Background: an optimization exercise with open tools, aiming at small area and a short achievable clock period. Do not read the settings as production practice.
Function was checked by simulation only, so behaviour that the tests miss may differ from the original.
No activity file was given, so power comes from the tool's default toggle rates.

## flow/design.v (module list and top-level ports; edited modules follow where they fit)
// module mul16_lane: 1001 lines
// module arrmul: 40 lines
module arrmul (
  input  logic         clk,
  input  logic         reset,
  input  logic [0:127] reg_A,
  input  logic [0:127] reg_B,
  input  logic [0:1]   ctrl_ww,
  input  logic [0:4]   alu_op,
  output logic [0:127] result
);
  // ...
==> flow/run.sh <==
#!/bin/bash
# synth_recipe.tcl (not shown) runs the flow's synth.tcl, then flattens the netlist and writes it again
# the make line also repeats each setting of config.mk as NAME=value (left out here)
make -C /OpenROAD-flow-scripts/flow DESIGN_CONFIG=/design/flow/config.mk WORK_HOME=/design/flow/orfs CLKGATE_MAP_FILE= SYNTH_SCRIPT=/design/flow/synth_recipe.tcl finish
==> flow/config.mk <==
export PLATFORM = sky130hd
export DESIGN_NAME = arrmul
export DESIGN_NICKNAME = arrmul
export VERILOG_FILES = /design/flow/design.v
export SDC_FILE = /design/flow/constraint.sdc
export NUM_CORES = 4
export LEC_CHECK = 0
export CAP_MARGIN = 20
export CORE_MARGIN = 2
export CORE_UTILIZATION = 40
export SLEW_MARGIN = 20
==> flow/constraint.sdc <==
create_clock -name core_clock -period 15.0 [get_ports {clk}]
set_input_delay 3.0000 -clock core_clock [delete_from_list [all_inputs] [get_ports {clk}]]
set_output_delay 3.0000 -clock core_clock [all_outputs]
set_load 0.01 [all_outputs]
==> impl_table.tex, run 1 <==
\begin{tabular}{lr}
\hline
Metric & Value \\
\hline
\multicolumn{2}{l}{\textbf{Cells and area}} \\
\quad Seq\_cells & 128 \\
\quad Area used by sequential logic in the layout & 0.003203 mm² \\
\quad Fin area & 0.04365 mm² \\
\quad Multi-input gate count & 3,310 \\
\quad Multi-input combinational area share & 70.38\% \\
\quad Commonest cells after routing, fill and taps aside & sky130\_fd\_sc\_hd\_\_inv\_1, sky130\_fd\_sc\_hd\_\_fa\_1, sky130\_fd\_sc\_hd\_\_nor2\_1 \\
\quad Layout-stage area growth over the synthesis result & 16.11\% \\
\quad Final std cells w/o fill & 6,010 \\
\quad NumNets Final & 6,011 \\
\quad Share of the final layout cell area in sequential cells & 7.338\% \\
\multicolumn{2}{l}{\textbf{Placement}} \\
\quad Placed Area & 0.04304 mm² \\
\quad Post-Place Worst Slack & 3.363 ns \\
\quad Routability-driven placement congestion ratio & 0.9924 \\
\multicolumn{2}{l}{\textbf{Setup path}} \\
\quad Critical path startpoint category & input pin \\
\quad Cell breakdown of the critical path & clkbuf\_8 -> buf\_12 -> mux2i\_1 -> o21ai\_0 -> nand2\_1 -> nor2\_1 -> nand2\_1 -> fa\_1 -> fa\_1 -> fa\_1 -> fa\_1 -> fa\_1 -> inv\_1 -> fa\_1 -> ha\_1 -> nand2\_1 -> o21ai\_0 -> a221o\_1 -> a31o\_2 -> o2111ai\_1 -> a31oi\_1 -> a21oi\_1 -> o21bai\_1 -> xnor2\_1 \\
\quad Count of buffering cells on the critical path with inverters included & 3 \\
\quad Category of cells accounting for the largest share of critical-path delay & adder cells \\
\quad Worst endpoint data arrival time & 11.44 ns \\
\multicolumn{2}{l}{\textbf{Global route}} \\
\quad First-pass GRT wire length & 194.4 mm \\
\quad Met3 Usage GRT & 6.072\% \\
\quad Busiest layer in global routing & met2 \\
\quad Initial antenna violation count & 2 \\
\quad Sum of overflow across all layers after global routing & 0 \\
\multicolumn{2}{l}{\textbf{Synthesis}} \\
\quad Number of enable flip-flop cells after synthesis & 0 \\
\quad Dominant register cell in the synthesized netlist & sky130\_fd\_sc\_hd\_\_dfrtp\_1 \\
\quad Cell types with the largest area share after synthesis & sky130\_fd\_sc\_hd\_\_fa\_1, sky130\_fd\_sc\_hd\_\_dfrtp\_1, sky130\_fd\_sc\_hd\_\_inv\_1 \\
\quad Flip-flop and latch count after synthesis & 128 \\
\quad Syn Std Cell Area & 0.03759 mm² \\
\quad Mux contribution to synthesized area & 3.514\% \\
\quad Synth Area per Inst & 8.498 µm² \\
\quad Number of distinct library cell variants in the gate-level netlist after synthesis & 60 \\
\multicolumn{2}{l}{\textbf{Routing}} \\
\quad Vias per inst & 5.188 \\
\quad Total via count in the routed design & 31,177 \\
\quad Sum of met3 wire segment lengths after detailed routing & 11.15 mm \\
\quad Routed length on met1 & 50.81 mm \\
\multicolumn{2}{l}{\textbf{CTS}} \\
\quad Clock Root Buffer & sky130\_fd\_sc\_hd\_\_clkbuf\_16 \\
\quad Clk sink count & 128 \\
\quad Number of buffers inserted by hold repair at cts & 0 \\
\multicolumn{2}{l}{\textbf{Status}} \\
\quad Result of the run & complete, no violations \\
\hline
\end{tabular}
==> inputs of run 2 (changes only) <==
--- a/flow/config.mk
+++ b/flow/config.mk
@@ -9,3 +9,4 @@
 export CORE_MARGIN = 2
 export CORE_UTILIZATION = 40
+export SETUP_SLACK_MARGIN = 4
 export SLEW_MARGIN = 20
==> run 2 against run 1 <==
Combinational power about the same; critical endpoint unchanged; clock power about the same; critical path depth increased by 1; worst setup slack improved by 0.34 ns; worst hold slack about the same; clock-buffer cell count unchanged; maximum frequency increased by 3.2%; die area unchanged; still clean on timing, DRC and antenna; final area increased by 0.13%; routed wire length increased by 0.44%; global-route usage unchanged.
==> impl_table.tex, run 2 <==
\begin{tabular}{lr}
\hline
Metric & Value \\
\hline
\multicolumn{2}{l}{\textbf{Status}} \\
\quad Result of the run & complete, no violations \\
\multicolumn{2}{l}{\textbf{Synthesis}} \\
\quad Cell types with the largest area share after synthesis & sky130\_fd\_sc\_hd\_\_fa\_1, sky130\_fd\_sc\_hd\_\_dfrtp\_1, sky130\_fd\_sc\_hd\_\_inv\_1 \\
\quad Synthesis warning total & 2 \\
\quad Area share of the leading cell type in the synthesized netlist & 42.60\% \\
\quad Syn\_nets & 5,693 \\
\quad Syn Std Cell Area & 0.03759 mm² (unchanged) \\
\quad Most frequent cell after synthesis & sky130\_fd\_sc\_hd\_\_inv\_1 \\
\quad Number of enable flip-flop cells after synthesis & 0 (unchanged) \\
\quad Flip-flop and latch count after synthesis & 128 (unchanged) \\
\quad Synth Area per Inst & 8.498 µm² (unchanged) \\
\quad Part of the Yosys area used for sequential elements & 8.520\% \\
\quad Number of instances in the synthesized netlist & 4,424 \\
\quad Dominant register cell in the synthesized netlist & sky130\_fd\_sc\_hd\_\_dfrtp\_1 \\
\quad Largest area contributor in the synthesized netlist & sky130\_fd\_sc\_hd\_\_fa\_1 \\
\quad Number of distinct library cell variants in the gate-level netlist after synthesis & 60 (unchanged) \\
\quad FFs w/ async S/R, synth & 100.0\% \\
\quad Leading post-synthesis cells by instance count & sky130\_fd\_sc\_hd\_\_inv\_1, sky130\_fd\_sc\_hd\_\_fa\_1, sky130\_fd\_sc\_hd\_\_nor2\_1 \\
\multicolumn{2}{l}{\textbf{Placement}} \\
\quad Half-perimeter wire length after placement & 105.3 mm \\
\quad Routability-driven placement congestion ratio & 0.9924 (unchanged) \\
\quad Number of input and output port buffers inserted & 392 \\
\multicolumn{2}{l}{\textbf{Min path}} \\
\quad Hold Path Class & input pin to asynchronous set/reset pin \\
\multicolumn{2}{l}{\textbf{Setup path}} \\
\quad Critical path type & input pin to register \\
\quad Count of buffering cells on the critical path with inverters included & 5 (+2) \\
\quad Required time worst endpoint & 15.39 ns \\
\quad Category of cells accounting for the largest share of critical-path delay & adder cells \\
\quad Type of element capturing the critical path & register \\
\quad Max Fanout on Critical Path & 84 \\
\quad Worst endpoint data arrival time & 11.11 ns (-0.33 ns) \\
\quad Most frequent CP cell & sky130\_fd\_sc\_hd\_\_fa\_1 \\
\quad Critical path startpoint category & input pin \\
\quad Largest stage delay on the critical path & 0.68 ns \\
\quad Slowest CP cell & sky130\_fd\_sc\_hd\_\_o21ai\_0 \\
\multicolumn{2}{l}{\textbf{STA}} \\
\quad Slew @ Worst Pin & 1.164 ns \\
\quad Number of hold violations in the final report & 0 \\
\quad Post-Route Setup TNS & 0 ns \\
\quad Maximum clock frequency & 93.33 MHz \\
\quad Time the final worst path needs with I/O delays and setup & 10.71 ns \\
\quad Setup repair after global routing missed its margin & true \\
\quad Final Hold Slack & 2.345 ns \\
\quad Period Utilization, post-route & 71.43\% \\
\quad Number of max-slew violations in the final report & 0 \\
\quad Setup violators final & 0 \\
\quad Slew HR & 21.55\% \\
\multicolumn{2}{l}{\textbf{Power and ir drop}} \\
\quad Net switching component of the power & 416.1 µW \\
\quad Net switching fraction of the power & 35.09\% \\
\quad Sequential share of power & 30.2\% \\
\quad Static Leakage & 0.01904 µW \\
\quad Power Density & 27.13 mW/mm² \\
\quad Proportion of power drawn by the clock network & 38.4\% \\
\quad Cell internal pwr & 769.5 µW \\
\quad Total Power Consumption & 1186 µW \\
\quad Worst ir drop on vdd & 0.08108 mV \\
\quad Share of power burned in combinational logic & 31.5\% \\
\multicolumn{2}{l}{\textbf{Routing}} \\
\quad Drt pass-1 iters & 6 \\
\quad Detailed-route wire length per cell & 21.05 µm \\
\quad Vias per inst & 5.204 (+0.33\%) \\
\quad ANT nets after route & 0 \\
\quad Drt initial violations & 2,394 \\
\quad Aggregate routed wire length & 126.5 mm \\
\quad Residual DRC & 0 \\
\quad Total via count in the routed design & 31,289 (+0.36\%) \\
\multicolumn{2}{l}{\textbf{CTS}} \\
\quad TritonCTS clock tree & built \\
\quad Clk sink count & 128 (unchanged) \\
\quad Clock Root Buffer & sky130\_fd\_sc\_hd\_\_clkbuf\_16 \\
\quad Clock slew at the register clock pins of the worst setup and hold paths & 0.07 ns \\
\quad Clk buf depth & 2 \\
\quad Number of buffers inserted during clock tree synthesis & 17 \\
\quad H-tree Lvls & 4 \\
\multicolumn{2}{l}{\textbf{Floorplan}} \\
\quad Area enclosed by the die boundary & 0.09646 mm² \\
\quad Floorplan die width & 310.6 µm \\
\quad I/O Pins & 393 \\
\quad Number of cell rows & 112 \\
\quad Die height & 310.6 µm \\
\quad Starting density of the core & 40.34\% \\
\quad Area of the core region & 0.09319 mm² \\
\multicolumn{2}{l}{\textbf{Global route}} \\
\quad Number of global-route vias before repair & 33,044 \\
\quad All-Layer GR Usage & 26.67\% \\
\quad Initial antenna violation count & 3 (+1) \\
\quad First-pass GRT wire length & 194.4 mm (unchanged) \\
\quad Sum of overflow across all layers after global routing & 0 (unchanged) \\
\quad Largest net degree at the start of global routing & 144 \\
\multicolumn{2}{l}{\textbf{Cells and area}} \\
\quad Most frequent standard cell in the layout excluding fill and tap cells & sky130\_fd\_sc\_hd\_\_inv\_1 \\
\quad Combined area of the multi-input logic cells & 0.03075 mm² \\
\quad Fill cell count & 9,216 \\
\quad Final core area utilization & 46.90\% \\
\quad Area used by sequential logic in the layout & 0.003203 mm² (unchanged) \\
\quad Commonest cells after routing, fill and taps aside & sky130\_fd\_sc\_hd\_\_inv\_1, sky130\_fd\_sc\_hd\_\_fa\_1, sky130\_fd\_sc\_hd\_\_nor2\_1 \\
\quad NumNets Final & 6,012 (+0.017\%) \\
\quad Largest registers & result: 128 flops \\
\quad Number of flip-flops in the largest register & 128 \\
\quad Share of final-layout standard cells stronger than drive strength 1 & 2.796\% \\
\quad Layout-stage area growth over the synthesis result & 16.26\% \\
\quad Register with the highest flop count & result \\
\multicolumn{2}{l}{\textbf{Flow run}} \\
\quad Max-capacitance violation count & 0 \\
\hline
\end{tabular}
-- run 2: cell counts after synthesis --
No cell type changed its count.
-- run 2: layout make-up --
cell class	count	area share, %
antenna	2	0.01145
timing repair buffer	451	10.15
clock inverter	11	0.2948
clock buffer	21	1.099
sequential	128	7.328
inverter	834	7.168
multi-input combinational	3311	70.36
tap	1254	3.590
-- run 2: kinds of logic after synthesis --
kind of cell,after synthesis,share of synthesized area [%]
and+or+nand+nor,1593,17.24
adders and majority gates,1004,49.39
DFF,128,8.520
muxes,132,3.515
AOI/OAI and AO/OA,307,4.959
xor gates and xnor gates,274,6.383
buffers and inverters,986,9.994
-- run 2: layer usage --
layer | global-route usage, % | wire length (µm)
met1 | 34.63 | 50430
met2 | 43.30 | 59280
met3 | 6.072 | 11870
met4 | 10.30 | 4921
met5 | 0 | 26
-- run 2: path summary, 6_finish.rpt --
path / endpoint / depth (start not counted) / slack [ns] / from
hold / removal: result[75] / 1 / 2.35 / reset
min in group core_clock: result[127] / 6 / 3.55 / reg_B[127]
setup / recovery: result[64] / 25 / 4.29 / ctrl_ww[1]
max in group asynchronous: result[35] / 2 / 11.60 / reset
-- run 2: timing repair --
item / in CTS / in global routing
setup buffers: 0 / 0
pin swaps: 0 / 0
cloned: 0 / 1
hold buffers: 0 / 0
gates resized for setup: 2 / 18
setup endpoints to repair: 2 / 27
-- run 2: power by group through the flow --
stage               Sequential, µW  Clock [µW]  Combinational, µW
global placement               364           0                365
finish                         358         455                373
detailed placement             364           0                367
global route                   359         481                399
CTS                            358         473                368
floorplan                      369           0                157
-- run 2: per-stage QoR --
stage                     area, µm²  setup slack, ns  cells
after detailed placement      43040            3.363   5977
after global placement        43040            3.431   5977
after global routing          43700            3.950   6010
after CTS                     43650            4.082   6009
final                         43710            4.286   6012
after floorplan               37590            5.326   4424

## re-timing with driven ports
How much do the figures lean on ideal ports? The routed layouts below were timed once more, with nothing changed but the port constraints.
Step 1: set_driving_cell puts a clkbuf_16 on clk and a buf_2 on each other input, an assumption about the parent block.
Step 2, shift: input delay + t, output delay - t, t = (earliest + latest rising clock arrival at the registers) / 2. This alone moves slack from input paths to output paths.
Three values: ideal ports, drivers, drivers and shift; two values: the first two.
run	shift t [ns]	setup WS [ns]	clock arrival spread, ns
run 1	0.581	3.947 / 3.978 / 3.397	0.028 / 0.028
run 2	0.583	4.286 / 4.317 / 3.734	0.030 / 0.030
After both steps setup and hold are still met in every run listed. The setup slack of run 2, which loses most, moves by +0.031 ns with the drivers and by -0.552 ns with both steps.
